What follows belongs to an exercise in optimizing a design on an open flow for small area, a short achievable clock period and few clock cycles; a production flow would make more cautious choices. In this exercise RTL edits were held to simulation tests only and were not proved equivalent to the original. Power figures rest on the tool's default switching activity, not on a simulated workload.

`flow/run.sh`:
```
#!/bin/bash
# synth_recipe.tcl (not shown) runs the flow's synth.tcl, then flattens the netlist and writes it again
# the make line also repeats each setting of config.mk as NAME=value (left out here)
make -C /OpenROAD-flow-scripts/flow DESIGN_CONFIG=/design/flow/config.mk WORK_HOME=/design/flow/orfs CLKGATE_MAP_FILE= SYNTH_SCRIPT=/design/flow/synth_recipe.tcl finish
```
`flow/config.mk`:
```
export PLATFORM = sky130hd
export DESIGN_NAME = start_length_end_deframer_unit
export DESIGN_NICKNAME = start_length_end_deframer_unit
export VERILOG_FILES = /design/flow/design.v
export SDC_FILE = /design/flow/constraint.sdc
export NUM_CORES = 4
export LEC_CHECK = 0
export ABC_AREA = 1
export CAP_MARGIN = 20
export CORE_MARGIN = 2
export CORE_UTILIZATION = 55
export CTS_CLUSTER_DIAMETER = 60
export CTS_CLUSTER_SIZE = 25
export SETUP_SLACK_MARGIN = 3.0
export SLEW_MARGIN = 20
```
`flow/constraint.sdc`:
```
create_clock -name core_clock -period 5.5 [get_ports {clk}]
set_input_delay 1.1000 -clock core_clock [delete_from_list [all_inputs] [get_ports {clk}]]
set_output_delay 1.1000 -clock core_clock [all_outputs]
set_load 0.01 [all_outputs]
```
`flow/design.v`:
```
package sled_pkg;
  localparam int BUF_BYTES = 64;    
  localparam int STORE     = 62;    
  localparam int AGE_W     = 6;     
  localparam int GRP       = 16;    
  localparam int GRP_W     = $clog2(GRP);
  localparam int NGRP      = 64 / GRP;
  localparam logic [7:0] START_MARK = 8'h50;
  localparam logic [7:0] END_MARK   = 8'h45;
  localparam logic [1:0] KIND_PAYLOAD  = 2'd0;
  localparam logic [1:0] KIND_EMPTY    = 2'd1;
  localparam logic [1:0] KIND_OVERFLOW = 2'd2;
endpackage
import sled_pkg::*;
module sled_ram #(
  parameter int DEPTH = STORE
) (
  input  logic               clk,
  input  logic [DEPTH-1:0]   en,
  input  logic [7:0]         wdata,
  output logic [DEPTH*8-1:0] bytes_o
);
  logic [7:0] sr [DEPTH];
  always_ff @(posedge clk) begin
    if (en[0]) sr[0] <= wdata;
    for (int k = 1; k < DEPTH; k++) begin
      if (en[k]) sr[k] <= sr[k-1];
    end
  end
  always_comb begin
    for (int k = 0; k < DEPTH; k++) bytes_o[k*8 +: 8] = sr[k];
  end
endmodule
import sled_pkg::*;
module sled_front (
  input  logic       clk,
  input  logic       rst_n,
  input  logic       in_tvalid,
  output logic       in_tready,
  input  logic [7:0] in_tdata,
  output logic       q_valid,
  output logic [7:0] q_data,
  output logic       q_is_end,
  input  logic       room_n
);
  logic rdy_r;
  assign in_tready = rdy_r;
  assign q_valid   = in_tvalid && rdy_r;
  assign q_data    = in_tdata;
  assign q_is_end  = (in_tdata == END_MARK);
  always_ff @(posedge clk) begin
    if (!rst_n) begin
      rdy_r <= 1'b0;
    end else begin
      rdy_r <= room_n;
    end
  end
endmodule
import sled_pkg::*;
module sled_back (
  input  logic               clk,
  input  logic               rst_n,
  input  logic               q_valid,
  input  logic [7:0]         q_data,
  input  logic               q_is_end,
  output logic [STORE-1:0]   en,
  output logic               room_n,
  input  logic [STORE*8-1:0] bytes_i,
  output logic               out_tvalid,
  input  logic               out_tready,
  output logic [7:0]         out_tdata,
  output logic               out_tlast,
  output logic [1:0]         out_tuser
);
  logic [7:0]       hgt_r;
  logic [6:0]       lgt_r;
  logic             full_r;
  logic             has_r;
  logic             gh_r [NGRP];
  logic [GRP_W-1:0] gi_r [NGRP];
  logic [STORE-1:0] tag_r;        
  logic             prev_t_r;     
  logic             prev_z_r;     
  logic             s0v_r, s1v_r;
  logic [7:0]       s0d_r, s1d_r;
  logic             s0l_r, s1l_r;
  logic [1:0]       s0k_r, s1k_r;
  logic [7:0] b [STORE];
  always_comb begin
    for (int k = 0; k < STORE; k++) b[k] = bytes_i[k*8 +: 8];
  end
  logic consume, complete, ovf;
  assign consume  = q_valid;
  assign complete = consume && q_is_end && has_r;
  assign full_r   = hgt_r[7];
  assign ovf      = consume && !complete && full_r;
  logic [STORE-1:0] in_buf;
  logic [STORE-1:0] cand;
  always_comb begin
    for (int q = 0; q < STORE; q++) begin
      in_buf[q] = ((q / 8 == 0) || hgt_r[(q / 8 + 7) % 8]) &&
                  (hgt_r[q / 8] || ((q % 8 < 7) && lgt_r[(q % 8) % 7]));
    end
    cand[0] = (q_data == 8'd0) && (b[0] == START_MARK) && in_buf[0];
    for (int q = 1; q < STORE; q++) begin
      cand[q] = (b[q-1] == 8'(q)) && (b[q] == START_MARK) && in_buf[q];
    end
  end
  logic             has_n;
  logic             gh_n [NGRP];
  logic [GRP_W-1:0] gi_n [NGRP];
  always_comb begin
    for (int g = 0; g < NGRP; g++) begin
      gh_n[g] = 1'b0;
      gi_n[g] = '0;
      for (int k = 0; k < GRP; k++) begin
        if (g * GRP + k < STORE && cand[g*GRP+k]) begin
          gh_n[g] = 1'b1;
          gi_n[g] = GRP_W'(k);
        end
      end
    end
    has_n = 1'b0;
    for (int g = 0; g < NGRP; g++) has_n = has_n || gh_n[g];
  end
  logic [AGE_W-1:0] best;
  always_comb begin
    best = '0;
    for (int g = 0; g < NGRP; g++) begin
      if (gh_r[g]) best = {(AGE_W-GRP_W)'(g), gi_r[g]};
    end
  end
  logic s_full, tap, adv;
  assign s_full = s0v_r && s1v_r;
  assign tap    = tag_r[STORE-1];
  assign adv    = !(tap && s_full);
  always_comb begin
    for (int k = 0; k < STORE; k++) en[k] = consume || (adv && !in_buf[k]);
  end
  logic       tap_empty;
  logic       res_v, res_l;
  logic [7:0] res_d;
  logic [1:0] res_k;
  assign tap_empty = !prev_t_r && prev_z_r;   
  always_comb begin
    res_v = (tap && adv) || ovf;
    if (ovf) begin
      res_d = 8'd0;
      res_l = 1'b1;
      res_k = KIND_OVERFLOW;
    end else if (tap_empty) begin
      res_d = 8'd0;
      res_l = 1'b1;
      res_k = KIND_EMPTY;
    end else begin
      res_d = b[STORE-1];
      res_l = !tag_r[STORE-2];
      res_k = KIND_PAYLOAD;
    end
  end
  logic pop;
  logic s0v_n, s1v_n;
  assign pop = s0v_r && out_tready;
  always_comb begin
    s0v_n = s0v_r;
    s1v_n = s1v_r;
    if (pop) begin
      s0v_n = s1v_r;
      s1v_n = 1'b0;
    end
    if (res_v) begin
      if (!s0v_n) s0v_n = 1'b1;
      else        s1v_n = 1'b1;
    end
    room_n = !(s0v_n && s1v_n);
  end
  always_ff @(posedge clk) begin
    if (!rst_n) begin
      hgt_r    <= '0;
      lgt_r    <= '0;
      has_r    <= 1'b0;
      tag_r    <= '0;
      s0v_r    <= 1'b0;
      s1v_r    <= 1'b0;
    end else begin
      if (consume) begin
        if (complete) begin
          hgt_r <= '0;
          lgt_r <= '0;
        end else if (!full_r) begin
          if (lgt_r[6]) begin
            lgt_r <= '0;
            hgt_r <= {hgt_r[6:0], 1'b1};
          end else begin
            lgt_r <= {lgt_r[5:0], 1'b1};
          end
        end
        has_r <= has_n && !complete;
      end
      if (en[0]) tag_r[0] <= complete && (best == '0);
      for (int k = 1; k < STORE; k++) begin
        if (en[k]) tag_r[k] <= (complete && (best >= AGE_W'(k))) || tag_r[k-1];
      end
      s0v_r <= s0v_n;
      s1v_r <= s1v_n;
    end
    if (consume) begin
      for (int g = 0; g < NGRP; g++) begin
        gh_r[g] <= gh_n[g];
        gi_r[g] <= gi_n[g];
      end
    end
    if (en[STORE-1]) begin
      prev_t_r <= tag_r[STORE-1];
      prev_z_r <= (b[STORE-1] == 8'd0);
    end
    if (pop || !s0v_r) begin
      if (s1v_r) begin
        s0d_r <= s1d_r;
        s0l_r <= s1l_r;
        s0k_r <= s1k_r;
      end else begin
        s0d_r <= res_d;
        s0l_r <= res_l;
        s0k_r <= res_k;
      end
    end
    if (res_v && s0v_r && !(pop && !s1v_r)) begin
      s1d_r <= res_d;
      s1l_r <= res_l;
      s1k_r <= res_k;
    end
  end
  assign out_tvalid = s0v_r;
  assign out_tdata  = s0d_r;
  assign out_tlast  = s0l_r;
  assign out_tuser  = s0k_r;
endmodule
import sled_pkg::*;
module start_length_end_deframer_unit (
  input  logic       clk,
  input  logic       rst_n,
  input  logic       in_tvalid,
  output logic       in_tready,
  input  logic [7:0] in_tdata,    
  output logic       out_tvalid,
  input  logic       out_tready,
  output logic [7:0] out_tdata,   
  output logic       out_tlast,
  output logic [1:0] out_tuser    
);
  logic               q_valid;
  logic [7:0]         q_data;
  logic               q_is_end;
  logic               room_n;
  logic [STORE-1:0]   en;
  logic [STORE*8-1:0] bytes;
  sled_front u_front (
    .clk       (clk),
    .rst_n     (rst_n),
    .in_tvalid (in_tvalid),
    .in_tready (in_tready),
    .in_tdata  (in_tdata),
    .q_valid   (q_valid),
    .q_data    (q_data),
    .q_is_end  (q_is_end),
    .room_n    (room_n)
  );
  sled_ram u_ram (
    .clk     (clk),
    .en      (en),
    .wdata   (q_data),
    .bytes_o (bytes)
  );
  sled_back u_back (
    .clk        (clk),
    .rst_n      (rst_n),
    .q_valid    (q_valid),
    .q_data     (q_data),
    .q_is_end   (q_is_end),
    .en         (en),
    .room_n     (room_n),
    .bytes_i    (bytes),
    .out_tvalid (out_tvalid),
    .out_tready (out_tready),
    .out_tdata  (out_tdata),
    .out_tlast  (out_tlast),
    .out_tuser  (out_tuser)
  );
endmodule
```
==> flow_metrics.py, run 1 <==
metrics = {
    "pwr": {
        "power_per_cell_area_nw_per_um2": 341.9,
        "p_leak_nw": 10.62,
        "worst_ir_drop_vdd_v": 0.0002318,
    },
    "critical_path": {
        "crit_type": "in -> reg",
        "cp.arrival_ps": 2770,
        "crit_required_ps": 5800,
        "critPathLaunchType": "primary input",
        "worst-r2r-setup-slack_ps": 3080,
        "cp_max_fo": 33,
        "setup.worst_path.end_class": "flip-flop",
    },
    "synthesis": {
        "yosys_warnings": 11,
        "async_reset_ff_frac": 0,
        "syn-num-nets": 2168,
        "synth_cells": 2156,
        "yosys.area.top_type": "edfxtp_1",
        "synth-seq-area-share": 0.7156,
        "synth_edf_count": 540,
        "synthTopCellsByCount": "edfxtp_1, nand2_1, nor2_1, inv_1, o21ai_0",
        "syn_avg_cell_area_um2": 11.56,
        "yosysMostFrequentCell": "edfxtp_1",
        "ys.flop_type": "edfxtp_1",
        "syn-cell-area_um2": 24930,
        "synth.distinct_cells": 51,
        "netlist_top_cells_area": "edfxtp_1, dfxtp_1, nand2_1, nor2_1, inv_1",
        "synth-seq-cells": 621,
        "synth_top_area_frac": 0.6505,
    },
    "floorplanning": {
        "die_x_um": 216.9,
        "die-area_um2": 47040,
        "ioPinCount": 25,
        "core_area_um2": 45090,
        "rows": 78,
        "die_h_um": 216.9,
        "start_util": 0.5529,
    },
    "finish": {
        "nets": 2255,
        "stdcell_count": 2876,
        "drive_gt1_frac": 0.1033,
        "fillers": 3623,
        "num_antenna_cells": 0,
        "syn2layout_area_growth_pct": 11.66,
        "utilization": 0.6174,
    },
    "timing": {
        "fin_ws_ps": 3033,
        "max_freq_ghz": 0.4054,
        "hold_ws_ps": 441.4,
        "fin_setup_tns_ps": 0,
        "worst_slew_pin_slew_ps": 683.0,
        "hold_violations": 0,
        "fin_crit_sh": 0.4485,
        "finalSetupViolCount": 0,
        "post-route-min-period_ps": 2467,
        "grt_setup_unrepaired": "true",
        "finalMaxSlewViolations": 0,
        "worst_clock_skew_ps": 15.95,
        "relSlewSlack": 0.5447,
    },
    "global_routing": {
        "grt_pass1_vias": 15621,
        "grt_antenna_before_repair": 0,
        "grt_max_degree": 61,
        "grt.total_usage": 0.2376,
        "grt_pass1_wl_um": 86460,
        "grt.overflow.total": 0,
    },
    "clock_network": {
        "clockBufferDepth": 3,
        "clkTransAtPathRegs_ps": 90,
        "cts_max_level": 2,
        "cts.sinks": 621,
        "postCtsHoldBufs": 0,
        "cts_tree": "yes",
        "cts_buffers": 42,
        "root_buffer": "clkbuf_16",
        "clock_latency_ps": 600,
    },
    "drt": {
        "vias": 16072,
        "dr.first_iter.drc_count": 1428,
        "ant_nets": 0,
        "wl_um": 55360,
        "avgRoutedWirePerCell_um": 19.25,
        "first_pass_iters": 5,
        "routed_via_density": 5.588,
        "drc": 0,
    },
    "placement": {
        "dpl.cell_count": 2784,
        "io_buffers": 24,
        "dpl_worst_slack_ps": 1925,
        "place.detailed.hpwl_um": 39230,
        "gp_congestion": 0.9175,
    },
    "flow_run": {
        "cap_viol_max_count": 0,
    },
    "hold_path": {
        "min_path_type": "reg -> reg",
    },
    "outcome": {
        "status": "finished clean",
    },
}
[layout by cell type (no fill, tap or decap), drive strengths merged, types with 2 or more instances in the layout]
cell,instances
edfxtp,540
nand2,342
nor2,289
inv,266
o21ai,143
nand3,99
a21oi,94
dfxtp,81
nor3,79
nand4,58
buf,51
clkbuf,51
a31oi,29
or2,26
nor4,20
nand3b,17
clkinv,17
dlygate4sd2,13
nor3b,11
clkdlybuf4s50,10
a41oi,8
o211ai,6
clkinvlp,5
o32ai,5
a221oi,3
and2,3
o21a,2
bufinv,2
and3,2
[worst max-delay path: stages]
cell,delay (ps)
clkdlybuf4s50_1,510
nand2_4,110
buf_4,270
nor2_2,230
nand2_2,120
o21ai_2,140
and2_2,270
[metal layers]
layer  vias to the layer above  part of all wire  GRT usage
met5                         -                 0          0
met4                         0             0.027    0.07511
met3                       102             0.057    0.03187
met2                       453              0.46     0.3725
met1                      7785              0.46     0.3484
li1                       7732                 -          -
[power breakdown]
part / total, mW / switching, mW / internal (mW)
sequential: 5.76 / 0.248 / 5.51
clock: 3.47 / 1.76 / 1.71
combinational: 0.291 / 0.179 / 0.112
total: 9.52 / 2.19 / 7.33
[cell type report]
cell class	count	area, um^2	share of cell area
Tap cell	600	750.7	0.02697
Timing Repair Buffer	76	644.4	0.02315
Inverter	261	1002	0.03600
Sequential cell	621	17850	0.6413
Clock buffer	49	1151	0.04135
Timing Repair inverter	1	7.507	0.0002697
Multi-Input combinational cell	1240	6050	0.2173
Clock inverter	28	380.4	0.01366
[sequential cells by signal, summed over array words and instances, names as in the netlist]
name / count
u_back.s0v_r: 1
u_back.has_r: 1
u_back.prev_t_r: 1
u_back.s1d_r: 8
u_front.rdy_r: 1
u_back.gh_r: 4
u_back.s0d_r: 8
u_back.s1v_r: 1
u_ram.sr: 496
u_back.lgt_r: 7
u_back.s1k_r: 2
u_back.gi_r: 16
u_back.s1l_r: 1
u_back.s0k_r: 2
u_back.hgt_r: 8
u_back.tag_r: 62
u_back.prev_z_r: 1
u_back.s0l_r: 1
[metrics by stage]
stage                     area, um^2  total power [mW]
after detailed placement       26060             6.149
after CTS                      27730             9.587
final                          27840             9.516
after global routing           27840             9.833
after global placement         26060             6.143
after floorplan                24930             5.965
[what timing repair did]
item,CTS,global route
endpoints found under the setup margin,365,66
pin swaps,3,3
setup buffers,12,0
gates cloned,1,2
resized for setup,30,34
[final timing paths]
path	cells past startpoint	end	startpoint
setup reg to reg	12	u_back.has_r	u_back.lgt_r[3]
hold reg to reg	0	u_ram.sr[23][7]	u_ram.sr[22][7]
hold / removal	0	u_ram.sr[23][7]	u_ram.sr[22][7]
setup / recovery	7	u_back.s1d_r[5]	in_tvalid
[logic make-up (layout without fill, tap and decap cells)]
logic type | count (synthesis) | count (layout) | synth area share
AO/OA/AOI/OAI | 294 | 294 | 0.06641
AND/OR/NAND/NOR | 945 | 946 | 0.1722
flip-flops | 621 | 621 | 0.7156
buffers and inverters | 296 | 415 | 0.04588
Testbench counts, summed over its fixed seeds: cycles 12,679.
==> run 2: changes to the inputs <==
--- a/flow/config.mk
+++ b/flow/config.mk
@@ -10,6 +10,6 @@
 export CORE_MARGIN = 2
 export CORE_UTILIZATION = 55
-export CTS_CLUSTER_DIAMETER = 60
-export CTS_CLUSTER_SIZE = 25
-export SETUP_SLACK_MARGIN = 3.0
+export CTS_CLUSTER_DIAMETER = 70
+export CTS_CLUSTER_SIZE = 28
+export SETUP_SLACK_MARGIN = 3.2
 export SLEW_MARGIN = 20
==> flow_metrics.py, run 2 <==
metrics = {
    "global_routing": {
        "grt.overflow.total": 0,
        "grt_pass1_wl_um": 87510,
        "grt_pass1_vias": 15711,
        "grt_max_degree": 61,
        "grt.total_usage": 0.2409,
        "grt_antenna_before_repair": 0,
    },
    "flow_run": {
        "cap_viol_max_count": 0,
    },
    "finish": {
        "drive_gt1_frac": 0.1371,
        "syn2layout_area_growth_pct": 11.89,
        "stdcell_area_um2": 27890,
        "utilization": 0.6186,
        "num_antenna_cells": 0,
        "stdcell_count": 2876,
        "regMostFlops": "u_ram.sr",
        "multi_input_area_um2": 6208,
        "nets": 2263,
        "largest_reg_flops": 496,
        "final_cell_mix": "edfxtp_1, nand2_1, nor2_1",
        "fillers": 3635,
        "layout_commonest_cell": "edfxtp_1",
        "reg_top3": "u_ram.sr x496, u_back.tag_r x62, u_back.gi_r x16",
        "register_area_um2": 17870,
    },
    "placement": {
        "dpl.cell_count": 2773,
        "io_buffers": 24,
        "gp_congestion": 0.9005,
        "place_area_um2": 26010,
        "dpl_worst_slack_ps": 1920,
        "place.detailed.hpwl_um": 39070,
    },
    "critical_path": {
        "cp.arrival_ps": 2810,
        "cp_slowest_cell": "edfxtp_1",
        "crit_family": "simple AND/OR/NAND/NOR gates",
        "setup.worst_path.end_class": "flip-flop",
        "crit_type": "reg -> reg",
        "max_stage_delay_ps": 550,
        "cp_max_fo": 9,
        "critPathLaunchType": "flip-flop",
        "path_cells": "nor2_4 -> nand2_2 -> inv_4 -> a22oi_4 -> nand3_4 -> nor2_4 -> nand2_1 -> o21ai_0 -> a21oi_1",
        "crit_required_ps": 5950,
        "cp_common_cell": "nor2_4",
        "crit_buf_inv": 1,
    },
    "drt": {
        "wl_um": 56040,
        "first_pass_iters": 5,
        "drc": 0,
        "dr.first_iter.drc_count": 1471,
        "avgRoutedWirePerCell_um": 19.48,
        "ant_nets": 0,
        "routed_via_density": 5.602,
        "vias": 16111,
    },
    "synthesis": {
        "netlist_top_cells_area": "edfxtp_1, dfxtp_1, nand2_1, nor2_1, inv_1",
        "synth-seq-area-share": 0.7156,
        "syn-num-nets": 2168,
        "yosys.area.top_type": "edfxtp_1",
        "syn-cell-area_um2": 24930,
        "synthTopCellsByCount": "edfxtp_1, nand2_1, nor2_1, inv_1, o21ai_0",
        "async_reset_ff_frac": 0,
        "synth-seq-cells": 621,
        "synth_cells": 2156,
        "ys.flop_type": "edfxtp_1",
        "yosys_warnings": 11,
        "synth_top_area_frac": 0.6505,
        "yosysMostFrequentCell": "edfxtp_1",
        "synth_edf_count": 540,
        "syn_avg_cell_area_um2": 11.56,
        "synth.distinct_cells": 51,
    },
    "timing": {
        "hold_ws_ps": 437.9,
        "relSlewSlack": 0.4463,
        "fin_setup_tns_ps": 0,
        "worst_clock_skew_ps": 19.30,
        "finalMaxSlewViolations": 0,
        "worst_slew_pin_slew_ps": 825.1,
        "fin_crit_sh": 0.4296,
        "grt_setup_unrepaired": "true",
        "max_freq_ghz": 0.4232,
        "finalSetupViolCount": 0,
        "hold_violations": 0,
        "fin_ws_ps": 3137,
        "post-route-min-period_ps": 2363,
    },
    "pwr": {
        "power_per_cell_area_nw_per_um2": 323.3,
        "worst_ir_drop_vdd_v": 0.0002958,
        "p_leak_nw": 10.65,
        "total_power_mw": 9.018,
    },
    "floorplanning": {
        "ioPinCount": 25,
        "die_h_um": 216.9,
        "rows": 78,
        "start_util": 0.5529,
        "die_x_um": 216.9,
        "core_area_um2": 45090,
        "die-area_um2": 47040,
    },
    "clock_network": {
        "cts_tree": "yes",
        "cts_max_level": 2,
        "clock_latency_ps": 580,
        "cts_buffers": 35,
        "cts.sinks": 621,
        "root_buffer": "clkbuf_16",
        "clkTransAtPathRegs_ps": 90,
        "postCtsHoldBufs": 0,
        "clockBufferDepth": 3,
    },
    "outcome": {
        "status": "finished clean",
    },
    "hold_path": {
        "min_path_type": "reg -> reg",
    },
}
## run 2: cell counts after synthesis
Identical to the previous run, type by type.
## run 2: final timing paths
| kind | start | end | slack, ps | depth (start not counted) |
|---|---|---|---|---|
| max | u_back.gh_r[3] | u_back.tag_r[1] | 3140 | 9 |
| min | u_ram.sr[50][3] | u_ram.sr[51][3] | 440 | 0 |
| max reg2reg | u_back.gh_r[3] | u_back.tag_r[1] | 3140 | 9 |
| min reg2reg | u_ram.sr[50][3] | u_ram.sr[51][3] | 440 | 0 |
## run 2: kinds of logic (layout without fill, tap and decap cells)
logic type      Yosys count  after routing  share of synthesized area
simple gates            945            946                     0.1722
buf+inv                 296            415                    0.04588
flops                   621            621                     0.7156
compound gates          294            294                    0.06641
## run 2: timing repair
item,in CTS,in global routing
cloned,3,0
setup endpoints to repair,631,237
buffers inserted,18,20
gates resized for setup,121,60
pin swaps,13,10
## run 2: final cells by class
type,count,share of cell area
timing repair inverter,1,0.0003140
timing repair buffer,91,0.02956
inverter,261,0.03750
tap,600,0.02692
sequential,621,0.6408
clock inverter,23,0.008883
multi-input combinational,1240,0.2226
clock buffer,39,0.03347
## run 2: per-layer routing
layer  part of all wire  track usage  routed length, um
met4              0.033      0.08516               1875
met2               0.46       0.3799              25530
met5                  0            0                  0
met1               0.45       0.3494              25490
met3              0.056      0.02963               3135
## run 2: power breakdown
part           internal (mW)  leakage (nW)  switching, mW
Clock                   1.32         0.571           1.64
Combinational          0.116          3.67          0.187
Sequential              5.51          6.41          0.248
==> run 3: changes to the inputs <==
--- a/flow/config.mk
+++ b/flow/config.mk
@@ -12,4 +12,4 @@
 export CTS_CLUSTER_DIAMETER = 70
 export CTS_CLUSTER_SIZE = 28
-export SETUP_SLACK_MARGIN = 3.2
+export SETUP_SLACK_MARGIN = 3.4
 export SLEW_MARGIN = 20
==> flow_metrics.py, run 3 <==
metrics = {
    "pwr": {
        "switchingPower_mw": 2.142,
        "pwr-share-clk": 0.334,
        "pwr-share-seq": 0.628,
        "switching_share": 0.2338,
        "combPwrFrac": 0.038,
        "worst_ir_drop_vdd_v": 0.0002794,
        "total_power_mw": 9.162,
        "p_int_mw": 7.020,
        "power_per_cell_area_nw_per_um2": 317.8,
        "p_leak_nw": 10.95,
    },
    "timing": {
        "post-route-min-period_ps": 2239,
        "finalMaxSlewViolations": 0,
        "fin_ws_ps": 3261,
        "fin_crit_sh": 0.4072,
        "fin_setup_tns_ps": 0,
        "relSlewSlack": 0.5561,
        "hold_violations": 0,
        "finalSetupViolCount": 0,
        "worst_clock_skew_ps": 27.83,
        "grt_setup_unrepaired": "true",
        "worst_slew_pin_slew_ps": 665.8,
        "max_freq_ghz": 0.4465,
        "hold_ws_ps": 434.8,
    },
    "critical_path": {
        "cp.arrival_ps": 1140,
        "cp_slowest_cell": "edfxtp_1",
        "worst-r2r-setup-slack_ps": 3320,
        "crit_type": "reg -> out",
        "max_stage_delay_ps": 400,
        "crit_buf_inv": 1,
        "path_cells": "buf_2",
        "crit_family": "flip-flops",
        "crit_required_ps": 4400,
        "critPathLaunchType": "flip-flop",
        "setup.worst_path.end_class": "output pin",
        "worst-path-stages": 1,
        "r2r.worst_path.cells": 14,
        "cp_max_fo": 1,
    },
    "global_routing": {
        "grt_antenna_before_repair": 0,
        "grt_max_degree": 61,
        "grt.total_usage": 0.2435,
        "grt_pass1_wl_um": 88210,
        "grt_pass1_vias": 15754,
        "grt.overflow.total": 0,
    },
    "drt": {
        "routed_via_density": 5.609,
        "first_pass_iters": 5,
        "wl_um": 56880,
        "drc": 0,
        "ant_nets": 0,
        "dr.first_iter.drc_count": 1498,
        "avgRoutedWirePerCell_um": 19.50,
        "vias": 16360,
    },
    "floorplanning": {
        "ioPinCount": 25,
        "die_x_um": 216.9,
        "start_util": 0.5529,
        "die-area_um2": 47040,
        "core_area_um2": 45090,
        "rows": 78,
        "die_h_um": 216.9,
    },
    "finish": {
        "fillers": 3563,
        "largest_reg_flops": 496,
        "regMostFlops": "u_ram.sr",
        "final_cell_mix": "edfxtp_1, nand2_1, nor2_1",
        "nets": 2302,
        "syn2layout_area_growth_pct": 15.64,
        "register_area_um2": 17890,
        "layout_commonest_cell": "edfxtp_1",
        "num_antenna_cells": 0,
        "drive_gt1_frac": 0.2007,
        "multi_input_area_um2": 6780,
        "reg_top3": "u_ram.sr x496, u_back.tag_r x62, u_back.gi_r x16",
    },
    "placement": {
        "dpl_worst_slack_ps": 1785,
        "io_buffers": 24,
        "place.detailed.hpwl_um": 38760,
        "gp_congestion": 0.9098,
    },
    "synthesis": {
        "synth_cells": 2156,
        "synth-seq-cells": 621,
        "netlist_top_cells_area": "edfxtp_1, dfxtp_1, nand2_1, nor2_1, inv_1",
        "yosys.area.top_type": "edfxtp_1",
        "ys.flop_type": "edfxtp_1",
        "synth_edf_count": 540,
        "syn-cell-area_um2": 24930,
        "async_reset_ff_frac": 0,
        "syn_avg_cell_area_um2": 11.56,
        "synth-seq-area-share": 0.7156,
        "yosys_warnings": 11,
        "syn-num-nets": 2168,
        "synth.distinct_cells": 51,
        "synth_top_area_frac": 0.6505,
        "synthTopCellsByCount": "edfxtp_1, nand2_1, nor2_1, inv_1, o21ai_0",
        "yosysMostFrequentCell": "edfxtp_1",
    },
    "flow_run": {
        "cap_viol_max_count": 0,
    },
    "clock_network": {
        "clockBufferDepth": 3,
        "root_buffer": "clkbuf_16",
        "cts_tree": "yes",
        "clkTransAtPathRegs_ps": 100,
        "clock_latency_ps": 590,
        "cts.sinks": 621,
        "cts_max_level": 2,
        "cts_buffers": 36,
    },
    "hold_path": {
        "worstHoldPathCells": 0,
        "min_path_type": "reg -> reg",
    },
    "outcome": {
        "status": "finished clean",
    },
}
## run 3: cell counts after synthesis
Identical to the previous run, type by type.
## run 3: path summary, 6_finish.rpt
kind | to | start
max | out_tuser[0] | u_back.s0k_r[0]
min | u_ram.sr[48][1] | u_ram.sr[47][1]
min reg2reg | u_ram.sr[48][1] | u_ram.sr[47][1]
max reg2reg | u_back.tag_r[43] | u_back.gh_r[2]
## run 3: cell families (layout without fill, tap and decap cells)
group,after synthesis,after routing,share of synthesized area
AND/OR/NAND/NOR,945,947,0.1722
flip-flops,621,621,0.7156
buffers and inverters,296,455,0.04588
AO/OA/AOI/OAI,294,294,0.06641
## run 3: cell type report
cell class,count,area share
timing repair buffer,128,0.03707
multi-input combinational,1241,0.2352
sequential,621,0.6208
clock inverter,26,0.01129
timing repair inverter,1,0.0003038
tap,600,0.02604
inverter,261,0.03694
clock buffer,39,0.03238
## run 3: routing by layer
layer,global-route usage,routed length [um]
met1,0.3583,25670
met2,0.3756,25820
met3,0.03089,3537
met4,0.08927,1852
met5,0,0
## run 3: repair_timing
action	4_1_cts	5_1_grt
cloned	3	0
pin swaps	20	42
setup buffers	46	52
endpoints found under the setup margin	645	148
hold buffers	0	0
endpoints found under the hold margin	0	0
gates resized for setup	194	136
## run 3: stage by stage
step / area, um^2 / utilization / cells
after floorplan: 25140 / - / 2156
after global placement: 25990 / 0.5765 / 2751
after detailed placement: 25990 / 0.5765 / 2751
after CTS: 27980 / 0.6207 / 2865
after global routing: 28830 / 0.6393 / 2917
final: 28830 / 0.6393 / 2917
## run 3: power groups by stage
stage	clock network (mW)	logic, mW	registers (mW)
2_1_floorplan	0	0.212	5.76
3_3_place_gp	0	0.290	5.86
3_5_place_dp	0	0.293	5.86
4_1_cts	3.12	0.312	5.76
5_1_grt	3.27	0.385	5.81
6_report	3.06	0.345	5.75
==> run 4: changes to the inputs <==
--- a/flow/config.mk
+++ b/flow/config.mk
@@ -14,2 +14,3 @@
 export SETUP_SLACK_MARGIN = 3.4
 export SLEW_MARGIN = 20
+export TNS_END_PERCENT = 10
==> flow_metrics.py, run 4 <==
metrics = {
    "outcome": {
        "status": "finished clean",
    },
    "synthesis": {
        "synth_edf_count": 540,
        "syn_avg_cell_area_um2": 11.56,
        "synthTopCellsByCount": "edfxtp_1, nand2_1, nor2_1, inv_1, o21ai_0",
        "netlist_top_cells_area": "edfxtp_1, dfxtp_1, nand2_1, nor2_1, inv_1",
        "yosys_warnings": 11,
        "yosysMostFrequentCell": "edfxtp_1",
        "syn-num-nets": 2168,
        "synth_cells": 2156,
        "ys.flop_type": "edfxtp_1",
        "synth_top_area_frac": 0.6505,
        "yosys.area.top_type": "edfxtp_1",
        "async_reset_ff_frac": 0,
        "synth-seq-area-share": 0.7156,
        "syn-cell-area_um2": 24930,
        "synth-seq-cells": 621,
        "synth.distinct_cells": 51,
    },
    "global_routing": {
        "grt_antenna_before_repair": 1,
        "grt.overflow.total": 0,
        "grt_pass1_wl_um": 87820,
        "grt_pass1_vias": 15564,
        "grt.total_usage": 0.2431,
        "grt_max_degree": 60,
    },
    "finish": {
        "utilization": 0.6388,
        "reg_top3": "u_ram.sr x496, u_back.tag_r x62, u_back.gi_r x16",
        "final_cell_mix": "edfxtp_1, nand2_1, nor2_1",
        "nets": 2319,
        "layout_commonest_cell": "edfxtp_1",
        "stdcell_count": 2931,
        "fillers": 3476,
        "multi_input_area_um2": 6630,
        "regMostFlops": "u_ram.sr",
        "num_antenna_cells": 0,
        "register_area_um2": 17890,
        "largest_reg_flops": 496,
        "drive_gt1_frac": 0.1905,
        "syn2layout_area_growth_pct": 15.55,
    },
    "clock_network": {
        "root_buffer": "clkbuf_16",
        "clock_latency_ps": 590,
        "cts.sinks": 621,
        "clkTransAtPathRegs_ps": 100,
        "postCtsHoldBufs": 0,
        "clockBufferDepth": 3,
        "cts_tree": "yes",
        "cts_max_level": 2,
        "cts_buffers": 34,
    },
    "floorplanning": {
        "core_area_um2": 45090,
        "die-area_um2": 47040,
        "ioPinCount": 25,
        "die_h_um": 216.9,
        "rows": 78,
        "start_util": 0.5529,
        "die_x_um": 216.9,
    },
    "drt": {
        "avgRoutedWirePerCell_um": 19.79,
        "first_pass_iters": 6,
        "routed_via_density": 5.658,
        "dr.first_iter.drc_count": 1612,
        "met3WireLength_um": 3726,
        "route.met2.wl_um": 26530,
        "ant_nets": 0,
        "vias": 16584,
        "drc": 0,
        "wl_um": 58000,
        "top_layer_used": "met5",
        "wl_met1_um": 25870,
    },
    "timing": {
        "worst_slew_pin_slew_ps": 808.1,
        "hold_violations": 0,
        "fin_ws_ps": 3269,
        "worst_clock_skew_ps": 28.00,
        "finalSetupViolCount": 0,
        "grt_setup_unrepaired": "true",
        "max_freq_ghz": 0.4482,
        "fin_crit_sh": 0.4057,
        "fin_setup_tns_ps": 0,
        "post-route-min-period_ps": 2231,
        "relSlewSlack": 0.4576,
        "finalMaxSlewViolations": 0,
    },
    "pwr": {
        "p_leak_nw": 11.02,
        "total_power_mw": 9.069,
        "pwr-share-clk": 0.327,
        "switching_share": 0.2292,
        "switchingPower_mw": 2.078,
        "combPwrFrac": 0.038,
        "pwr-share-seq": 0.635,
        "power_per_cell_area_nw_per_um2": 314.9,
        "worst_ir_drop_vdd_v": 0.0002885,
        "p_int_mw": 6.991,
    },
    "critical_path": {
        "cp_max_fo": 1,
        "crit_family": "flip-flops",
        "critPathLaunchType": "flip-flop",
        "cp.arrival_ps": 1130,
        "max_stage_delay_ps": 400,
        "crit_required_ps": 4400,
        "cp_slowest_cell": "edfxtp_1",
        "crit_buf_inv": 1,
        "path_cells": "buf_2",
        "crit_type": "reg -> out",
        "setup.worst_path.end_class": "output pin",
    },
    "placement": {
        "place.detailed.hpwl_um": 38800,
        "gp_congestion": 0.8913,
        "dpl.cell_count": 2775,
        "dpl_worst_slack_ps": 1899,
        "io_buffers": 24,
    },
    "hold_path": {
        "min_path_type": "reg -> reg",
    },
    "flow_run": {
        "cap_viol_max_count": 0,
    },
}
run 4: layer usage:
layer	GRT usage	vias to the layer above
met2	0.3835	532
met5	0	-
met4	0.06621	2
met3	0.03634	134
met1	0.3559	8072
li1	-	7844
run 4: final cells by class:
cell class	count	share of cell area
repair inverters	1	0.0003041
inverters	261	0.03653
well taps	600	0.02606
flip-flops and latches	621	0.6213
clock buffers	39	0.03093
clock inverters	21	0.009904
multi-input cells	1240	0.2302
repair buffers	148	0.04483
run 4: metrics by stage:
stage               area (um^2)  hold slack (ps)
floorplan                 25000            417.4
global placement          26040            421.5
detailed placement        26040            426.5
CTS                       27770            451.4
global route              28800            460.0
finish                    28800            446.8
run 4: timing repair:
| item | 4_1_cts | 5_1_grt |
|---|---|---|
| gates resized for setup | 154 | 181 |
| pin swaps | 17 | 46 |
| setup endpoints to repair | 665 | 309 |
| hold endpoints to repair | 0 | 0 |
| cloned | 4 | 1 |
| buffers inserted | 32 | 59 |
run 4: kinds of logic after synthesis:
kind of cell	count (synthesis)	synth area share
compound gates	294	0.06641
buf+inv	296	0.04588
flops	621	0.7156
simple gates	945	0.1722
run 4: path summary, 6_finish.rpt:
kind | startpoint | endpoint | slack (ps) | depth (start not counted)
setup / recovery | u_back.s0d_r[5] | out_tdata[5] | 3270 | 1
setup reg to reg | u_back.lgt_r[4] | u_back.has_r | 3320 | 12
hold / removal | u_ram.sr[15][3] | u_ram.sr[16][3] | 450 | 0
hold reg to reg | u_ram.sr[15][3] | u_ram.sr[16][3] | 450 | 0
run 4: power by group through the flow:
stage | Sequential, mW | Clock, mW | Combinational, mW
detailed placement | 5.86 | 0 | 0.288
CTS | 5.76 | 3.02 | 0.304
finish | 5.76 | 2.97 | 0.346
global placement | 5.86 | 0 | 0.284
global route | 5.81 | 3.20 | 0.384
floorplan | 5.76 | 0 | 0.207
==> run 5: changes to the inputs <==
--- a/flow/config.mk
+++ b/flow/config.mk
@@ -9,8 +9,7 @@
 export CAP_MARGIN = 20
 export CORE_MARGIN = 2
-export CORE_UTILIZATION = 55
+export CORE_UTILIZATION = 70
 export CTS_CLUSTER_DIAMETER = 70
 export CTS_CLUSTER_SIZE = 28
 export SETUP_SLACK_MARGIN = 3.4
 export SLEW_MARGIN = 20
-export TNS_END_PERCENT = 10
==> flow_metrics.py, run 5 <==
metrics = {
    "outcome": {
        "status": "finished clean",
    },
    "synthesis": {
        "async_reset_ff_frac": 0,
        "synth-seq-cells": 621,
        "ys.flop_type": "edfxtp_1",
        "syn_avg_cell_area_um2": 11.56,
        "yosys.area.top_type": "edfxtp_1",
        "syn-cell-area_um2": 24930,
        "synth_edf_count": 540,
        "synth_top_area_frac": 0.6505,
        "synth_cells": 2156,
        "yosysMostFrequentCell": "edfxtp_1",
        "synth.distinct_cells": 51,
        "netlist_top_cells_area": "edfxtp_1, dfxtp_1, nand2_1, nor2_1, inv_1",
        "synth-seq-area-share": 0.7156,
        "synthTopCellsByCount": "edfxtp_1, nand2_1, nor2_1, inv_1, o21ai_0",
        "syn-num-nets": 2168,
        "yosys_warnings": 11,
    },
    "clock_network": {
        "clockBufferDepth": 3,
        "cts_buffers": 34,
        "root_buffer": "clkbuf_16",
        "clock_latency_ps": 560,
        "postCtsHoldBufs": 0,
        "cts_max_level": 2,
        "cts_tree": "yes",
        "cts.sinks": 621,
        "clkTransAtPathRegs_ps": 110,
    },
    "drt": {
        "routed_via_density": 6.161,
        "ant_nets": 0,
        "wl_um": 57080,
        "avgRoutedWirePerCell_um": 20.77,
        "vias": 16931,
        "dr.first_iter.drc_count": 1598,
        "first_pass_iters": 5,
        "drc": 0,
    },
    "finish": {
        "stdcell_count": 2748,
        "regMostFlops": "u_ram.sr",
        "syn2layout_area_growth_pct": 13.47,
        "fillers": 2006,
        "num_antenna_cells": 0,
        "largest_reg_flops": 496,
        "reg_top3": "u_ram.sr x496, u_back.tag_r x62, u_back.gi_r x16",
        "layout_commonest_cell": "edfxtp_1",
        "final_cell_mix": "edfxtp_1, nand2_1, nor2_1",
        "drive_gt1_frac": 0.1815,
        "nets": 2273,
    },
    "global_routing": {
        "grt.total_usage": 0.3072,
        "met2_usage": 0.4892,
        "met1_usage": 0.4391,
        "grt_pass1_wl_um": 87040,
        "grt_max_degree": 60,
        "grt.overflow.total": 0,
        "grt_antenna_before_repair": 0,
        "grt_pass1_vias": 16235,
        "top_usage_layer": "met2",
        "gr-usage-met3": 0.05183,
    },
    "floorplanning": {
        "rows": 69,
        "die-area_um2": 37140,
        "core_area_um2": 35310,
        "start_util": 0.7060,
        "ioPinCount": 25,
        "die_x_um": 192.7,
        "die_h_um": 192.7,
    },
    "critical_path": {
        "setup.worst_path.end_class": "flip-flop",
        "cp_common_cell": "nand2_1",
        "cp.arrival_ps": 2700,
        "worst-r2r-setup-slack_ps": 3220,
        "critPathLaunchType": "flip-flop",
        "max_stage_delay_ps": 390,
        "crit_type": "reg -> reg",
        "path_cells": "inv_1 -> a21oi_1 -> nand3_1 -> nand2_1 -> nor2_1 -> nand2_1 -> nor2_1 -> nand2_1 -> inv_1 -> nand2_1 -> nand2_1 -> a21oi_1",
        "cp_max_fo": 6,
        "crit_family": "simple AND/OR/NAND/NOR gates",
        "crit_required_ps": 5920,
        "cp_slowest_cell": "dfxtp_2",
        "crit_buf_inv": 2,
    },
    "timing": {
        "worst_slew_pin_slew_ps": 862.4,
        "hold_violations": 0,
        "finalSetupViolCount": 0,
        "relSlewSlack": 0.4212,
        "post-route-min-period_ps": 2279,
        "finalMaxSlewViolations": 0,
        "grt_setup_unrepaired": "true",
        "fin_setup_tns_ps": 0,
        "worst_clock_skew_ps": 31.02,
        "fin_crit_sh": 0.4144,
        "max_freq_ghz": 0.4388,
    },
    "flow_run": {
        "cap_viol_max_count": 0,
    },
    "pwr": {
        "power_per_cell_area_nw_per_um2": 319.9,
        "p_leak_nw": 10.81,
        "total_power_mw": 9.049,
        "worst_ir_drop_vdd_v": 0.0004332,
    },
    "hold_path": {
        "min_path_type": "reg -> reg",
    },
    "placement": {
        "dpl.cell_count": 2611,
        "gp_congestion": 0.9523,
        "place.detailed.hpwl_um": 38030,
        "io_buffers": 24,
    },
}
[run 5: cell count changes in the layout (fill, tap and decap cells not counted), sizes merged, moves of 3 or more]
cell           change
buf               -45
clkdlybuf4s15      +3
inv                +3
dlygate4sd2        -3
[run 5: what timing repair did]
item,CTS,global route
pin swaps,22,43
cloned,6,0
endpoints found under the setup margin,664,291
buffers inserted,36,33
gates resized for setup,180,128
[run 5: logic make-up after synthesis]
| kind of cell | Yosys count | synth area share |
|---|---|---|
| flops | 621 | 0.7156 |
| simple gates | 945 | 0.1722 |
| buf+inv | 296 | 0.04588 |
| compound gates | 294 | 0.06641 |
[run 5: stage by stage]
stage | area, um^2 | worst slack [ps] | hold slack [ps] | utilization
after CTS | 27640 | 3282 | 454.6 | 0.7828
after detailed placement | 25810 | 1700 | 427.9 | 0.7309
after global routing | 28290 | 3122 | 458.1 | 0.8011
after floorplan | 25140 | 3151 | 417.4 | -
after global placement | 25810 | 1730 | 426.8 | 0.7309
final | 28290 | 3221 | 453.0 | 0.8011
[run 5: area by class of cell]
class / count / area, um^2 / share of cell area
Timing Repair inverter: 3 / 25.02 / 0.0008847
Clock buffer: 41 / 940.9 / 0.03326
Multi-Input combinational cell: 1241 / 6686 / 0.2364
Inverter: 261 / 1061 / 0.03751
Clock inverter: 21 / 251.5 / 0.008891
Timing Repair Buffer: 99 / 858.3 / 0.03034
Sequential cell: 621 / 17890 / 0.6323
Tap cell: 461 / 576.8 / 0.02039
[run 5: power by group]
group	switching (mW)	internal [mW]	leakage [nW]
Combinational	0.216	0.134	3.83
Clock	1.58	1.36	0.574
Sequential	0.254	5.51	6.41
[run 5: final timing paths]
check	start	end	depth (start not counted)
min	u_ram.sr[4][3]	u_ram.sr[5][3]	0
max	u_back.lgt_r[1]	u_back.has_r	12
min reg2reg	u_ram.sr[4][3]	u_ram.sr[5][3]	0
max reg2reg	u_back.lgt_r[1]	u_back.has_r	12
[run 5: per-layer routing]
layer  up-vias  share of wire  wire (um)
met4         0          0.033       1900
met5         -              0          0
met3       155          0.089       5097
met2       852           0.47      27030
li1       7773              -          -
met1      8151           0.40      23050
==> run 6: changes to the inputs <==
--- a/flow/config.mk
+++ b/flow/config.mk
@@ -12,4 +12,4 @@
 export CTS_CLUSTER_DIAMETER = 70
 export CTS_CLUSTER_SIZE = 28
-export SETUP_SLACK_MARGIN = 3.4
+export SETUP_SLACK_MARGIN = 3.6
 export SLEW_MARGIN = 20
==> flow_metrics.py, run 6 <==
metrics = {
    "drt": {
        "wl_um": 78740,
        "drc": 0,
        "avgRoutedWirePerCell_um": 27.22,
        "routed_via_density": 6.862,
        "ant_nets": 0,
        "first_pass_iters": 14,
        "vias": 19851,
        "dr.first_iter.drc_count": 3144,
    },
    "flow_run": {
        "cap_viol_max_count": 0,
    },
    "global_routing": {
        "grt_pass1_wl_um": 96610,
        "grt_pass1_vias": 17757,
        "grt.overflow.total": 0,
        "grt.total_usage": 0.3493,
        "grt_max_degree": 60,
        "grt_antenna_before_repair": 2,
    },
    "critical_path": {
        "cp_max_fo": 5,
        "cp.arrival_ps": 3340,
        "crit_family": "simple AND/OR/NAND/NOR gates",
        "crit_required_ps": 5940,
        "cp_slowest_cell": "edfxtp_1",
        "critPathLaunchType": "flip-flop",
        "setup.worst_path.end_class": "flip-flop",
        "crit_buf_inv": 3,
        "crit_type": "reg -> reg",
        "path_cells": "nor2_4 -> nand2_4 -> inv_4 -> nand2_1 -> nand4_4 -> nand2_1 -> inv_4 -> buf_4 -> o21ai_2 -> a31oi_1",
        "max_stage_delay_ps": 590,
    },
    "synthesis": {
        "netlist_top_cells_area": "edfxtp_1, dfxtp_1, nand2_1, nor2_1, inv_1",
        "synth-seq-cells": 621,
        "synth.distinct_cells": 51,
        "async_reset_ff_frac": 0,
        "synth_cells": 2156,
        "syn-num-nets": 2168,
        "yosys_warnings": 11,
        "synth_edf_count": 540,
        "syn-cell-area_um2": 24930,
        "ys.flop_type": "edfxtp_1",
        "synth-seq-area-share": 0.7156,
        "syn_avg_cell_area_um2": 11.56,
        "yosys.area.top_type": "edfxtp_1",
        "yosysMostFrequentCell": "edfxtp_1",
        "synthTopCellsByCount": "edfxtp_1, nand2_1, nor2_1, inv_1, o21ai_0",
        "synth_top_area_frac": 0.6505,
    },
    "finish": {
        "layout_commonest_cell": "edfxtp_1",
        "utilization": 0.8933,
        "regMostFlops": "u_ram.sr",
        "final_cell_mix": "edfxtp_1, nand2_1, nor2_1",
        "largest_reg_flops": 496,
        "nets": 2418,
        "reg_top3": "u_ram.sr x496, u_back.tag_r x62, u_back.gi_r x16",
        "syn2layout_area_growth_pct": 26.53,
        "drive_gt1_frac": 0.3172,
    },
    "clock_network": {
        "postCtsHoldBufs": 0,
        "cts_max_level": 2,
        "cts.sinks": 621,
        "clock_latency_ps": 600,
        "clockBufferDepth": 3,
        "cts_tree": "yes",
        "cts_buffers": 34,
        "root_buffer": "clkbuf_16",
        "clkTransAtPathRegs_ps": 110,
    },
    "timing": {
        "worst_clock_skew_ps": 28.17,
        "fin_crit_sh": 0.5266,
        "finalSetupViolCount": 0,
        "worst_slew_pin_slew_ps": 1056,
        "relSlewSlack": 0.2937,
        "grt_setup_unrepaired": "true",
        "fin_setup_tns_ps": 0,
        "max_freq_ghz": 0.3453,
        "finalMaxSlewViolations": 0,
        "hold_violations": 0,
        "post-route-min-period_ps": 2896,
    },
    "floorplanning": {
        "ioPinCount": 25,
        "start_util": 0.7060,
        "die-area_um2": 37140,
        "die_x_um": 192.7,
        "die_h_um": 192.7,
        "core_area_um2": 35310,
        "rows": 69,
    },
    "pwr": {
        "power_per_cell_area_nw_per_um2": 294.9,
        "p_leak_nw": 11.99,
        "worst_ir_drop_vdd_v": 0.0004459,
    },
    "outcome": {
        "status": "finished clean",
    },
    "placement": {
        "io_buffers": 24,
        "gp_congestion": 0.9561,
        "place.detailed.hpwl_um": 38100,
    },
    "hold_path": {
        "min_path_type": "reg -> reg",
    },
}
[run 6: path summary, 6_finish.rpt]
check	from	to	slack [ps]	cells past startpoint
max	u_back.gh_r[3]	u_back.tag_r[59]	2600	10
min	u_ram.sr[5][7]	u_ram.sr[6][7]	450	0
max reg2reg	u_back.gh_r[3]	u_back.tag_r[59]	2600	10
min reg2reg	u_ram.sr[5][7]	u_ram.sr[6][7]	450	0
[run 6: what timing repair did]
| action | CTS | global route |
|---|---|---|
| endpoints found under the hold margin | 0 | 0 |
| pin swaps | 88 | 124 |
| buffers inserted | 111 | 102 |
| gates resized for setup | 440 | 270 |
| setup endpoints to repair | 665 | 397 |
| gates cloned | 6 | 1 |
[run 6: report_power, final]
part | switching [mW] | internal, mW | total, mW
clock network | 1.67 | 1.35 | 3.02
logic | 0.307 | 0.187 | 0.493
registers | 0.284 | 5.50 | 5.79
total | 2.27 | 7.04 | 9.30
[run 6: layer usage]
metal	track usage	vias to the layer above	wire length, um	part of all wire
li1	-	8053	-	-
met1	0.4528	9362	26140	0.33
met2	0.5536	1801	35180	0.45
met3	0.08147	633	10550	0.13
met4	0.1856	2	6863	0.087
met5	0	-	13	0.00017
[run 6: per-stage QoR]
stage	worst slack, ps	hold slack [ps]	instances	cell area (um^2)	power, mW
global placement	1702	423.3	2611	26120	6.141
detailed placement	1566	431.7	2611	26120	6.166
finish	2604	450.0	2893	31540	9.303
global route	2495	461.6	2892	31540	9.476
floorplan	3168	417.4	2156	25520	5.988
CTS	3249	442.3	2789	29500	9.091
[run 6: layout make-up]
class                           instances  area [um^2]
Antenna cell                            1        2.502
Clock inverter                         22        276.5
Multi-Input combinational cell       1243         8388
Timing Repair inverter                  1        20.02
Sequential cell                       621        17900
Tap cell                              461        576.8
Clock buffer                           39        890.9
Inverter                              261         1110
Timing Repair Buffer                  244         2375
Fill cell                            1284         3769
[run 6: cell families (layout without fill, tap and decap cells)]
logic type             after synthesis  in the layout  synth area share
and+or+nand+nor                    945            948            0.1722
DFF                                621            621            0.7156
buffers and inverters              296            567           0.04588
AOI/OAI and AO/OA                  294            295           0.06641
other                                0              1                 0
==> run 7: changes to the inputs <==
--- a/flow/config.mk
+++ b/flow/config.mk
@@ -9,7 +9,7 @@
 export CAP_MARGIN = 20
 export CORE_MARGIN = 2
-export CORE_UTILIZATION = 70
+export CORE_UTILIZATION = 55
 export CTS_CLUSTER_DIAMETER = 70
 export CTS_CLUSTER_SIZE = 28
-export SETUP_SLACK_MARGIN = 3.6
+export SETUP_SLACK_MARGIN = 3.5
 export SLEW_MARGIN = 20
==> flow_metrics.py, run 7 <==
metrics = {
    "outcome": {
        "status": "finished clean",
    },
    "clock_network": {
        "cts_buffers": 37,
        "root_buffer": "clkbuf_16",
        "cts.sinks": 621,
        "cts_tree": "yes",
        "clock_latency_ps": 590,
        "cts_max_level": 2,
        "clkTransAtPathRegs_ps": 100,
        "clockBufferDepth": 3,
    },
    "critical_path": {
        "r2r.worst_path.cells": 12,
        "cp.arrival_ps": 2720,
        "setup.worst_path.end_class": "flip-flop",
        "crit_type": "reg -> reg",
        "critPathLaunchType": "flip-flop",
        "cp_max_fo": 6,
        "crit_required_ps": 6000,
    },
    "finish": {
        "final_cell_mix": "edfxtp_1, nand2_1, nor2_1",
        "drive_gt1_frac": 0.2421,
        "syn2layout_area_growth_pct": 19.53,
        "largest_reg_flops": 496,
        "reg_top3": "u_ram.sr x496, u_back.tag_r x62, u_back.gi_r x16",
        "num_antenna_cells": 0,
        "stdcell_area_um2": 29800,
        "layout_commonest_cell": "edfxtp_1",
        "regMostFlops": "u_ram.sr",
        "nets": 2336,
        "stdcell_count": 2950,
    },
    "timing": {
        "max_freq_ghz": 0.4502,
        "finalMaxSlewViolations": 0,
        "hold_violations": 0,
        "relSlewSlack": 0.5567,
        "post-route-min-period_ps": 2221,
        "fin_setup_tns_ps": 0,
        "worst_clock_skew_ps": 22.25,
        "finalSetupViolCount": 0,
        "worst_slew_pin_slew_ps": 660.9,
        "fin_crit_sh": 0.4038,
        "grt_setup_unrepaired": "true",
    },
    "pwr": {
        "p_leak_nw": 11.32,
        "worst_ir_drop_vdd_v": 0.0003134,
        "power_per_cell_area_nw_per_um2": 312.5,
    },
    "global_routing": {
        "top_usage_layer": "met2",
        "grt.overflow.total": 0,
        "grt_antenna_before_repair": 0,
        "met2_usage": 0.3935,
        "grt_max_degree": 61,
        "gr-usage-met3": 0.03760,
        "met1_usage": 0.3605,
        "grt_pass1_wl_um": 90070,
        "grt_pass1_vias": 15945,
        "grt.total_usage": 0.2483,
    },
    "synthesis": {
        "synth_cells": 2156,
        "yosysMostFrequentCell": "edfxtp_1",
        "yosys.area_share.simple": 0.1722,
        "synth_edf_count": 540,
        "synth.distinct_cells": 51,
        "yosys.area.top_type": "edfxtp_1",
        "netlist_top_cells_area": "edfxtp_1, dfxtp_1, nand2_1, nor2_1, inv_1",
        "syn-cell-area_um2": 24930,
        "synth-seq-area-share": 0.7156,
        "synth_top_family_by_area": "simple AND/OR/NAND/NOR gates",
        "async_reset_ff_frac": 0,
        "synth_xor_area_frac": 0,
        "synth-seq-cells": 621,
        "synth_compound_area_frac": 0.06641,
        "syn_avg_cell_area_um2": 11.56,
        "synthTopCellsByCount": "edfxtp_1, nand2_1, nor2_1, inv_1, o21ai_0",
        "yosys.area_share.adder": 0,
        "syn-num-nets": 2168,
        "muxShareOfSynthArea": 0,
        "yosys_warnings": 11,
        "synth_top_area_frac": 0.6505,
        "ys.flop_type": "edfxtp_1",
    },
    "floorplanning": {
        "die_h_um": 216.9,
        "core_area_um2": 45090,
        "die-area_um2": 47040,
        "rows": 78,
        "die_x_um": 216.9,
        "start_util": 0.5529,
        "ioPinCount": 25,
    },
    "drt": {
        "vias": 16923,
        "avgRoutedWirePerCell_um": 20.30,
        "ant_nets": 0,
        "wl_um": 59880,
        "first_pass_iters": 5,
        "drc": 0,
        "routed_via_density": 5.737,
        "dr.first_iter.drc_count": 1388,
    },
    "placement": {
        "place.detailed.hpwl_um": 39390,
        "io_buffers": 24,
        "place_area_um2": 25980,
        "dpl.cell_count": 2750,
        "gp_congestion": 0.8864,
    },
    "flow_run": {
        "cap_viol_max_count": 0,
    },
    "hold_path": {
        "min_path_type": "reg -> reg",
        "worstHoldPathCells": 0,
    },
}
-- run 7: cell families after synthesis --
group           Yosys count
compound gates          294
flops                   621
simple gates            945
buf+inv                 296
-- run 7: worst max-delay path: stages, from the launching register on --
cell and delay [ps]:
edfxtp_1 530, nor2_4 240, nand2_4 90, nor2_4 190, nand2_4 100, nand2_8 130
buf_12 120, inv_8 30, nor2_4 210, nand2_1 100, inv_2 90, nand3_2 80
a221oi_2 230
-- run 7: where the power goes --
| group | internal [mW] | switching [mW] | total (mW) | leakage, nW |
|---|---|---|---|---|
| registers | 5.50 | 0.255 | 5.76 | 6.41 |
| clock network | 1.41 | 1.75 | 3.15 | 0.618 |
| logic | 0.166 | 0.232 | 0.398 | 4.29 |
-- run 7: layer usage --
layer | vias up | share of wire
met2 | 589 | 0.47
met4 | 0 | 0.031
met3 | 123 | 0.061
met5 | - | 0
li1 | 7906 | -
met1 | 8305 | 0.44
-- run 7: metrics by stage --
stage          setup WS [ps]  hold WS (ps)  power (mW)  utilization
2_1_floorplan           3166         417.4       5.973            -
3_3_place_gp            1833         426.8       6.150       0.5762
3_5_place_dp            1783         424.9       6.159       0.5762
4_1_cts                 3237         443.4       9.285       0.6295
5_1_grt                 3225         447.4       9.604       0.6608
6_report                3279         436.9       9.312       0.6608
-- run 7: final cells by class --
class,instances,area (um^2)
Timing Repair Buffer,161,1519
Inverter,261,1082
Clock buffer,38,929.6
Clock inverter,27,357.8
Tap cell,600,750.7
Multi-Input combinational cell,1241,7251
Timing Repair inverter,1,8.758
Sequential cell,621,17900
Fill cell,3373,15290
-- run 7: what timing repair did --
action / in CTS / in global routing
setup buffers: 69 / 62
gates cloned: 4 / 0
hold buffers: 0 / 0
endpoints found under the setup margin: 665 / 135
resized for setup: 248 / 237
endpoints found under the hold margin: 0 / 0
pin swaps: 38 / 92
-- run 7: worst paths after layout --
check | slack, ps | endpoint | startpoint
worst min-delay path | 440 | u_ram.sr[8][3] | u_ram.sr[7][3]
worst min register to register | 440 | u_ram.sr[8][3] | u_ram.sr[7][3]
worst max register to register | 3280 | u_back.tag_r[23] | u_back.gh_r[3]
worst max-delay path | 3280 | u_back.tag_r[23] | u_back.gh_r[3]
==> run 8: changes to the inputs <==
--- a/flow/config.mk
+++ b/flow/config.mk
@@ -12,4 +12,5 @@
 export CTS_CLUSTER_DIAMETER = 70
 export CTS_CLUSTER_SIZE = 28
-export SETUP_SLACK_MARGIN = 3.5
+export SETUP_SLACK_MARGIN = 3.4
 export SLEW_MARGIN = 20
+export TNS_END_PERCENT = 40
==> flow_metrics.py, run 8 <==
metrics = {
    "placement": {
        "gp_congestion": 0.8827,
        "place.detailed.hpwl_um": 39420,
        "io_buffers": 24,
    },
    "hold_path": {
        "worstHoldPathCells": 0,
        "worstHoldStart": "u_ram.sr[41][2]",
        "whs_endpoint": "u_ram.sr[42][2]",
        "min_path_type": "reg -> reg",
    },
    "floorplanning": {
        "die_x_um": 216.9,
        "start_util": 0.5529,
        "core_area_um2": 45090,
        "rows": 78,
        "die-area_um2": 47040,
        "die_h_um": 216.9,
        "ioPinCount": 25,
    },
    "synthesis": {
        "syn_avg_cell_area_um2": 11.56,
        "synthTopCellsByCount": "edfxtp_1, nand2_1, nor2_1, inv_1, o21ai_0",
        "yosysMostFrequentCell": "edfxtp_1",
        "yosys_warnings": 11,
        "syn-num-nets": 2168,
        "synth_edf_count": 540,
        "synth_cells": 2156,
        "netlist_top_cells_area": "edfxtp_1, dfxtp_1, nand2_1, nor2_1, inv_1",
        "synth-seq-cells": 621,
        "yosys.area.top_type": "edfxtp_1",
        "synth.distinct_cells": 51,
        "synth_top_area_frac": 0.6505,
        "ys.flop_type": "edfxtp_1",
        "async_reset_ff_frac": 0,
        "synth-seq-area-share": 0.7156,
        "syn-cell-area_um2": 24930,
    },
    "drt": {
        "ant_nets": 0,
        "wl_um": 58510,
        "avgRoutedWirePerCell_um": 19.87,
        "dr.first_iter.drc_count": 1499,
        "first_pass_iters": 5,
        "vias": 16548,
        "drc": 0,
        "routed_via_density": 5.621,
    },
    "flow_run": {
        "cap_viol_max_count": 0,
    },
    "pwr": {
        "combPwrFrac": 0.038,
        "p_leak_nw": 11.05,
        "total_power_mw": 9.096,
        "power_per_cell_area_nw_per_um2": 314.0,
        "worst_ir_drop_vdd_v": 0.0003168,
        "switching_share": 0.2309,
        "switchingPower_mw": 2.100,
        "pwr-share-clk": 0.329,
        "pwr-share-seq": 0.633,
        "p_int_mw": 6.995,
    },
    "critical_path": {
        "r2r.worst_path.cells": 12,
        "cp_max_fo": 1,
        "path_cells": "buf_2",
        "worst-r2r-setup-slack_ps": 3270,
        "cp.arrival_ps": 1130,
        "cp_slowest_cell": "edfxtp_1",
        "setup.worst_path.end_class": "output pin",
        "critPathLaunchType": "flip-flop",
        "max_stage_delay_ps": 400,
        "crit_family": "flip-flops",
        "crit_buf_inv": 1,
        "crit_type": "reg -> out",
        "r2r-end": "u_back.tag_r[9]",
        "r2r_start": "u_back.gh_r[2]",
        "crit_required_ps": 4400,
    },
    "finish": {
        "fillers": 3477,
        "nets": 2331,
        "regMostFlops": "u_ram.sr",
        "reg_top3": "u_ram.sr x496, u_back.tag_r x62, u_back.gi_r x16",
        "largest_reg_flops": 496,
        "syn2layout_area_growth_pct": 16.20,
        "num_antenna_cells": 0,
        "multi_input_area_um2": 6668,
        "final_cell_mix": "edfxtp_1, nand2_1, nor2_1",
        "drive_gt1_frac": 0.2009,
        "layout_commonest_cell": "edfxtp_1",
        "register_area_um2": 17900,
    },
    "timing": {
        "relSlewSlack": 0.4839,
        "finalMaxSlewViolations": 0,
        "max_freq_ghz": 0.4492,
        "finalSetupViolCount": 0,
        "grt_setup_unrepaired": "true",
        "hold_violations": 0,
        "post-route-min-period_ps": 2226,
        "worst_slew_pin_slew_ps": 769.1,
        "fin_setup_tns_ps": 0,
        "fin_crit_sh": 0.4047,
        "worst_clock_skew_ps": 27.05,
    },
    "global_routing": {
        "grt_pass1_wl_um": 88250,
        "grt_pass1_vias": 15834,
        "grt_max_degree": 60,
        "grt_antenna_before_repair": 0,
        "grt.total_usage": 0.2448,
        "grt.overflow.total": 0,
    },
    "clock_network": {
        "root_buffer": "clkbuf_16",
        "clkTransAtPathRegs_ps": 100,
        "clockBufferDepth": 3,
        "cts_tree": "yes",
        "clock_latency_ps": 590,
        "cts_buffers": 34,
        "cts_max_level": 2,
        "cts.sinks": 621,
    },
    "outcome": {
        "status": "finished clean",
    },
}
run 8: cell counts after synthesis:
No cell type changed its count.
run 8: layout make-up:
cell class,instances,share of cell area
Clock buffer,37,0.03197
Clock inverter,24,0.009330
Inverter,261,0.03706
Multi-Input combinational cell,1241,0.2302
Sequential cell,621,0.6179
Tap cell,600,0.02592
Timing Repair Buffer,159,0.04726
Timing Repair inverter,1,0.0003888
run 8: worst max path at each step:
stage                        to  cells after the start       startpoint
2_1_floorplan      u_back.s0l_r                     10      in_tdata[1]
3_3_place_gp    u_back.s1d_r[1]                      9        in_tvalid
3_5_place_dp    u_back.s1d_r[3]                      9        in_tvalid
4_1_cts            out_tuser[0]                      1  u_back.s0k_r[0]
5_1_grt        u_back.tag_r[25]                     12   u_back.gh_r[2]
6_report           out_tuser[0]                      1  u_back.s0k_r[0]
run 8: power by group through the flow:
| stage | Combinational (mW) | Sequential, mW | Clock, mW |
|---|---|---|---|
| after floorplan | 0.210 | 5.76 | 0 |
| after global placement | 0.289 | 5.86 | 0 |
| after detailed placement | 0.292 | 5.86 | 0 |
| after CTS | 0.308 | 5.76 | 3.04 |
| after global routing | 0.389 | 5.81 | 3.21 |
| final | 0.349 | 5.75 | 2.99 |
run 8: metal layers:
| metal | part of all wire | wire length, um | GRT usage | vias to the layer above |
|---|---|---|---|---|
| li1 | - | - | - | 7883 |
| met1 | 0.44 | 25840 | 0.3513 | 7952 |
| met2 | 0.46 | 26690 | 0.3849 | 581 |
| met3 | 0.063 | 3690 | 0.03424 | 132 |
| met4 | 0.039 | 2287 | 0.09132 | 0 |
| met5 | 0 | 0 | 0 | - |
run 8: logic make-up after synthesis:
group	Yosys count	synth area share
and+or+nand+nor	945	0.1722
buffers and inverters	296	0.04588
DFF	621	0.7156
AOI/OAI and AO/OA	294	0.06641
run 8: repair_timing:
item                       4_1_cts  5_1_grt
pin swaps                       15       54
setup endpoints to repair      665      182
gates cloned                     3        0
setup buffers                   41       73
gates resized for setup        138      196
hold buffers                     0        0
hold endpoints to repair         0        0
run 8: per-stage QoR:
step / setup slack (ps) / hold WS [ps] / utilization / cells / instance area (um^2)
2_1_floorplan: 3151 / 417.4 / - / 2156 / 25090
3_3_place_gp: 1642 / 426.4 / 0.5777 / 2766 / 26050
3_5_place_dp: 1595 / 429.4 / 0.5777 / 2766 / 26050
4_1_cts: 3223 / 441.3 / 0.6155 / 2871 / 27750
5_1_grt: 3204 / 444.9 / 0.6424 / 2944 / 28970
6_report: 3274 / 443.0 / 0.6424 / 2944 / 28970

==> what the ideal ports hide <==
No port has a modelled driver above. Below, the same layouts with a new extraction and two added sets of constraints.
Step 1 (the two cells are an assumption about what drives the block):
set clk [get_ports {clk}]
set_driving_cell -lib_cell sky130_fd_sc_hd__clkbuf_16 $clk
set_driving_cell -lib_cell sky130_fd_sc_hd__buf_2 [delete_from_list [all_inputs] $clk]
Step 2 also shifts input and output timing later by t, the mid clock arrival at the registers, as if the neighbouring blocks saw the same clock.
a / b / c = ideal / step 1 / step 2; a / b = the first two.
run | t, ns | setup slack, ns | worst slew at a driven data input, ns
run 1 | 0.644 | 3.033 / 3.064 / 2.422 | 0.03
run 2 | 0.629 | 3.137 / 3.137 / 2.683 | 0.03
run 3 | 0.639 | 3.261 / 3.203 / 2.753 | 0.04
run 4 | 0.629 | 3.269 / 3.217 / 2.792 | 0.07
run 5 | 0.605 | 3.221 / 3.221 / 2.783 | 0.05
run 6 | 0.646 | 2.604 / 2.604 / 2.177 | 0.06
run 7 | 0.637 | 3.279 / 3.228 / 2.769 | 0.05
run 8 | 0.627 | 3.274 / 3.218 / 2.765 | 0.05
After both steps every run listed still meets setup and hold. For run 1, which loses most, drivers alone change the setup slack by +0.031 ns; drivers and shift together by -0.611 ns.
